This design comes from an exercise in tuning for small area, a short achievable clock period and few clock cycles on the open sky130 flow, not from production work.
The RTL was checked by simulation tests, not by an equivalence proof against the original design.

Design dsp_27x27s_arbiter, start of the top module:
module dsp_27x27s_arbiter (
  input  logic         clk,
  input  logic         aclr_n,
  input  logic [3:0]   req_valid,
  output logic [3:0]   req_ready,
  input  logic [107:0] req_ax,
  input  logic [107:0] req_ay,
  output logic         res_valid,
  input  logic         res_ready,
  output logic [1:0]   res_id,
  output logic [53:0]  res_data
);
  logic [1:0]  ptr_q;      
  logic [3:0]  nxt_q;      
  logic        s1_v, s2_v;
  logic [1:0]  s1_id, s2_id;
  logic [26:0] s0_x;
  logic [13:0] s0_one, s0_two, s0_neg;
  logic [13:0] b_one, b_two, b_neg;
  logic [53:0] s1_a, s1_b, s2_p;
  logic [53:0] ra, rb, r3, s1_r3;
  logic        rc, s1_c;
  logic        en;
  logic [3:0]  msk_q;      
  logic [3:0]  msk_a, msk_b, msk_d;
  logic [3:0]  pa [4];
  logic [3:0]  pb [4];
  logic [3:0]  gnt;
  logic        any;
  logic [1:0]  nxt_id;
  logic [3:0]  win_a, win_b, nxt_d;
  logic [26:0] sel_x, sel_y;
  assign en = ~s2_v | res_ready;
  assign gnt       = nxt_q & req_valid &
                     {4{aclr_n & en & ~|(req_valid & msk_q)}};
  assign req_ready = gnt;
  assign any       = |(nxt_q & req_valid) & aclr_n & en & ~|(req_valid & msk_q);
  always_comb begin
    nxt_id = 2'd0;
    for (int i = 0; i < 4; i++) begin
      if (nxt_q[i]) nxt_id = 2'(i);
    end
  end
  always_comb begin
    logic [1:0] di, dk;
    for (int i = 0; i < 4; i++) begin
      pa[i] = '0;
      pb[i] = '0;
      for (int k = 0; k < 4; k++) begin
        di = 2'(i) - nxt_id - 2'd1;
        dk = 2'(k) - nxt_id - 2'd1;
        pa[i][k] = (dk < di);
        di = 2'(i) - ptr_q;
        dk = 2'(k) - ptr_q;
        pb[i][k] = (dk < di);
      end
    end
  end
  always_comb begin
    for (int i = 0; i < 4; i++) begin
  ...
export LEC_CHECK = 0
export CAP_MARGIN = 20
export CORE_MARGIN = 2
export CORE_UTILIZATION = 65
export CTS_BUF_LIST = sky130_fd_sc_hd__clkbuf_8 sky130_fd_sc_hd__clkbuf_16
export CTS_CLUSTER_DIAMETER = 80
export CTS_CLUSTER_SIZE = 16
export PLACE_DENSITY = 0.75
export SETUP_SLACK_MARGIN = 3.6
export SLEW_MARGIN = 20
export SYNTH_HIERARCHICAL = 1
create_clock -name core_clock -period 7.3 [get_ports {clk}]
standard.sh (not shown) runs the stock make flow with config.mk's settings and CLKGATE_MAP_FILE= SYNTH_SCRIPT=/design/flow/synth_recipe.tcl, a recipe that flattens the netlist after the stock synthesis.
==> flow/flow/run.sh <==
#!/bin/bash
# Standard layout, with buf_1 cells as the port buffers.
set -euo pipefail
export BUFFER_PORTS_ARGS="-buffer_cell sky130_fd_sc_hd__buf_1"
bash standard.sh finish > standard_flow.log 2>&1
Testbench counts at the start, summed over its fixed seeds: cycles 5,494.
Next try:
--- a/flow/config.mk
+++ b/flow/config.mk
@@ -10,7 +10,5 @@
 export CORE_UTILIZATION = 65
-export CTS_BUF_LIST = sky130_fd_sc_hd__clkbuf_8 sky130_fd_sc_hd__clkbuf_16
-export CTS_CLUSTER_DIAMETER = 80
-export CTS_CLUSTER_SIZE = 16
+export CTS_BUF_LIST = sky130_fd_sc_hd__clkbuf_4 sky130_fd_sc_hd__clkbuf_8
 export PLACE_DENSITY = 0.75
-export SETUP_SLACK_MARGIN = 3.6
+export SETUP_SLACK_MARGIN = 3.8
 export SLEW_MARGIN = 20
What happened: Cell area grows by 11%. Die area is unchanged. Wire length grows by about 25%. Count of clock-buffer cells in the layout grows by 36. First-iteration DRC count grows by 58%.
Next try:
--- a/flow/config.mk
+++ b/flow/config.mk
@@ -9,6 +9,8 @@
 export CORE_MARGIN = 2
-export CORE_UTILIZATION = 65
-export CTS_BUF_LIST = sky130_fd_sc_hd__clkbuf_4 sky130_fd_sc_hd__clkbuf_8
-export PLACE_DENSITY = 0.75
-export SETUP_SLACK_MARGIN = 3.8
+export CORE_UTILIZATION = 60
+export CTS_BUF_LIST = sky130_fd_sc_hd__clkbuf_8 sky130_fd_sc_hd__clkbuf_16
+export CTS_CLUSTER_DIAMETER = 80
+export CTS_CLUSTER_SIZE = 16
+export PLACE_DENSITY = 0.7
+export SETUP_SLACK_MARGIN = 3.75
 export SLEW_MARGIN = 20
After rerunning: The changed run finished clean. Setup slack improves by 0.30 ns. Wire length decreases by about 12%. Cell area decreases by about 4.4%. Clock-buffer cell count decreases by 33. Core utilization decreases by 9.7 points. Global-route usage decreases by 5.0 points. First-iteration DRC count decreases by 36%.
Next try:
--- a/flow/config.mk
+++ b/flow/config.mk
@@ -9,3 +9,3 @@
 export CORE_MARGIN = 2
-export CORE_UTILIZATION = 60
+export CORE_UTILIZATION = 55
 export CTS_BUF_LIST = sky130_fd_sc_hd__clkbuf_8 sky130_fd_sc_hd__clkbuf_16
@@ -13,4 +13,4 @@
 export CTS_CLUSTER_SIZE = 16
-export PLACE_DENSITY = 0.7
-export SETUP_SLACK_MARGIN = 3.75
+export PLACE_DENSITY = 0.65
+export SETUP_SLACK_MARGIN = 3.6
 export SLEW_MARGIN = 20
=>
- hold slack gains 0.010 ns
- via count drops by 4.5%
- cell count is about the same
Next try:
--- a/flow/config.mk
+++ b/flow/config.mk
@@ -7,5 +7,5 @@
 export LEC_CHECK = 0
-export CAP_MARGIN = 20
+export CAP_MARGIN = 5
 export CORE_MARGIN = 2
-export CORE_UTILIZATION = 55
+export CORE_UTILIZATION = 65
 export CTS_BUF_LIST = sky130_fd_sc_hd__clkbuf_8 sky130_fd_sc_hd__clkbuf_16
@@ -13,5 +13,5 @@
 export CTS_CLUSTER_SIZE = 16
-export PLACE_DENSITY = 0.65
+export PLACE_DENSITY = 0.75
 export SETUP_SLACK_MARGIN = 3.6
-export SLEW_MARGIN = 20
+export SLEW_MARGIN = 5
 export SYNTH_HIERARCHICAL = 1
=>
- count of clock-buffer cells in the layout came out lower by 6
- first-iteration DRC count grows by about a fifth
- hold slack degrades by 0.018 ns
- non-clock buffer count fell by 8
- wire length went down by a few percent
- fmax went down slightly
- area after synthesis stays the same
- setup slack gets worse by 0.050 ns
- via count increases slightly
- clock skew climbs by 0.013 ns
Next try:
--- a/flow/config.mk
+++ b/flow/config.mk
@@ -7,5 +7,5 @@
 export LEC_CHECK = 0
-export CAP_MARGIN = 5
+export CAP_MARGIN = 20
 export CORE_MARGIN = 2
-export CORE_UTILIZATION = 65
+export CORE_UTILIZATION = 60
 export CTS_BUF_LIST = sky130_fd_sc_hd__clkbuf_8 sky130_fd_sc_hd__clkbuf_16
@@ -13,5 +13,5 @@
 export CTS_CLUSTER_SIZE = 16
-export PLACE_DENSITY = 0.75
-export SETUP_SLACK_MARGIN = 3.6
-export SLEW_MARGIN = 5
+export PLACE_DENSITY = 0.7
+export SETUP_SLACK_MARGIN = 3.45
+export SLEW_MARGIN = 20
 export SYNTH_HIERARCHICAL = 1
Outcome: The changed run produced a clean layout; setup slack got worse by 0.040 ns; core utilization fell by 7.1 points; synthesized cell count is unchanged; routed wire length shrinks by a few percent.

---

dsp_27x27s_arbiter again, from the RTL that the note above started with.
// dsp_27x27s_arbiter
module dsp_27x27s_arbiter (
  input  logic         clk,
  input  logic         aclr_n,
  input  logic [3:0]   req_valid,
  output logic [3:0]   req_ready,
  input  logic [107:0] req_ax,
  input  logic [107:0] req_ay,
  output logic         res_valid,
  input  logic         res_ready,
  output logic [1:0]   res_id,
  output logic [53:0]  res_data
);
clock: 7.3 ns
lec_check: 0
cap_margin: 20
core_margin: 2
core_utilization: 60
cts_buf_list: sky130_fd_sc_hd__clkbuf_8 sky130_fd_sc_hd__clkbuf_16
cts_cluster_diameter: 70
cts_cluster_size: 22
place_density: 0.7
setup_slack_margin: 3.6
slew_margin: 20
synth_hierarchical: 1
Scripts as last shown in full above: flow/flow/run.sh
The starting point finished with timing, DRC and antenna clean.
Testbench counts at the start, summed over its fixed seeds: cycles 5,494.
Change:
--- a/flow/config.mk
+++ b/flow/config.mk
@@ -10,6 +10,6 @@
 export CORE_UTILIZATION = 60
 export CTS_BUF_LIST = sky130_fd_sc_hd__clkbuf_8 sky130_fd_sc_hd__clkbuf_16
-export CTS_CLUSTER_DIAMETER = 70
-export CTS_CLUSTER_SIZE = 22
+export CTS_CLUSTER_DIAMETER = 80
+export CTS_CLUSTER_SIZE = 16
 export PLACE_DENSITY = 0.7
 export SETUP_SLACK_MARGIN = 3.6
Outcome:
- register-to-register slack barely changes
- die area stays the same
- setup slack gets better by 17 ps
Change:
--- a/flow/config.mk
+++ b/flow/config.mk
@@ -8,9 +8,7 @@
 export CAP_MARGIN = 20
 export CORE_MARGIN = 2
-export CORE_UTILIZATION = 60
-export CTS_BUF_LIST = sky130_fd_sc_hd__clkbuf_8 sky130_fd_sc_hd__clkbuf_16
-export CTS_CLUSTER_DIAMETER = 80
-export CTS_CLUSTER_SIZE = 16
-export PLACE_DENSITY = 0.7
+export CORE_UTILIZATION = 65
+export CTS_BUF_LIST = sky130_fd_sc_hd__clkbuf_4 sky130_fd_sc_hd__clkbuf_8
+export PLACE_DENSITY = 0.75
 export SETUP_SLACK_MARGIN = 3.6
 export SLEW_MARGIN = 20
What happened: Cell area climbs by 1.8%. Non-clock buffer count climbs by 9. Routed wire length climbs by 1.7%. Area after synthesis is unchanged.
Change:
--- a/flow/config.mk
+++ b/flow/config.mk
@@ -9,5 +9,7 @@
 export CORE_MARGIN = 2
 export CORE_UTILIZATION = 65
-export CTS_BUF_LIST = sky130_fd_sc_hd__clkbuf_4 sky130_fd_sc_hd__clkbuf_8
+export CTS_BUF_LIST = sky130_fd_sc_hd__clkbuf_8
+export CTS_CLUSTER_DIAMETER = 60
+export CTS_CLUSTER_SIZE = 20
 export PLACE_DENSITY = 0.75
 export SETUP_SLACK_MARGIN = 3.6
The changed run completed without violations. Worst setup slack is better by 12 ps. Clock skew went up by 16 ps. Clock-buffer cell count went down by 42. Area after synthesis does not change. Critical path depth stays the same.

-- re-timing with driven ports --
How much do the figures lean on ideal ports? The routed layouts below were timed once more, with nothing changed but the port constraints. Step 1 sets driving cells, clkbuf_16 on the clock port and buf_2 on the other inputs (assumed; they add their load-dependent delay and slew). Step 2 moves the port delays by t, midway between the first and last clock arrival at a register: inputs arrive t later, outputs are due t later. That takes back most of the time a late clock gives input paths. Slacks: no drivers / after step 1 / after step 2; pairs: no drivers / after step 1.
run	t, ns	slack for setup (ns)	slew at the worst register clock pin (ns)
the first run of note 1	0.581	3.545 / 3.545 / 3.233	0.08 / 0.08
the second run of note 1	0.704	3.345 / 3.345 / 3.113	0.07 / 0.07
the third run of note 1	0.623	3.645 / 3.591 / 3.193	0.08 / 0.08
the fourth run of note 1	0.629	3.595 / 3.576 / 3.434	0.08 / 0.08
the fifth run of note 1	0.581	3.545 / 3.545 / 3.233	0.08 / 0.08
the sixth run of note 1	0.605	3.505 / 3.491 / 3.177	0.08 / 0.08
the first run of note 2	0.621	3.614 / 3.575 / 3.198	0.09 / 0.09
the second run of note 2	0.609	3.631 / 3.591 / 3.152	0.08 / 0.08
the third run of note 2	0.660	3.552 / 3.552 / 3.172	0.07 / 0.07
the fourth run of note 2	0.654	3.563 / 3.559 / 3.186	0.11 / 0.11
After both steps setup and hold are still met in every run listed. The setup slack of the second run of note 2, which loses most, moves by -0.040 ns with the drivers and by -0.479 ns with both steps.
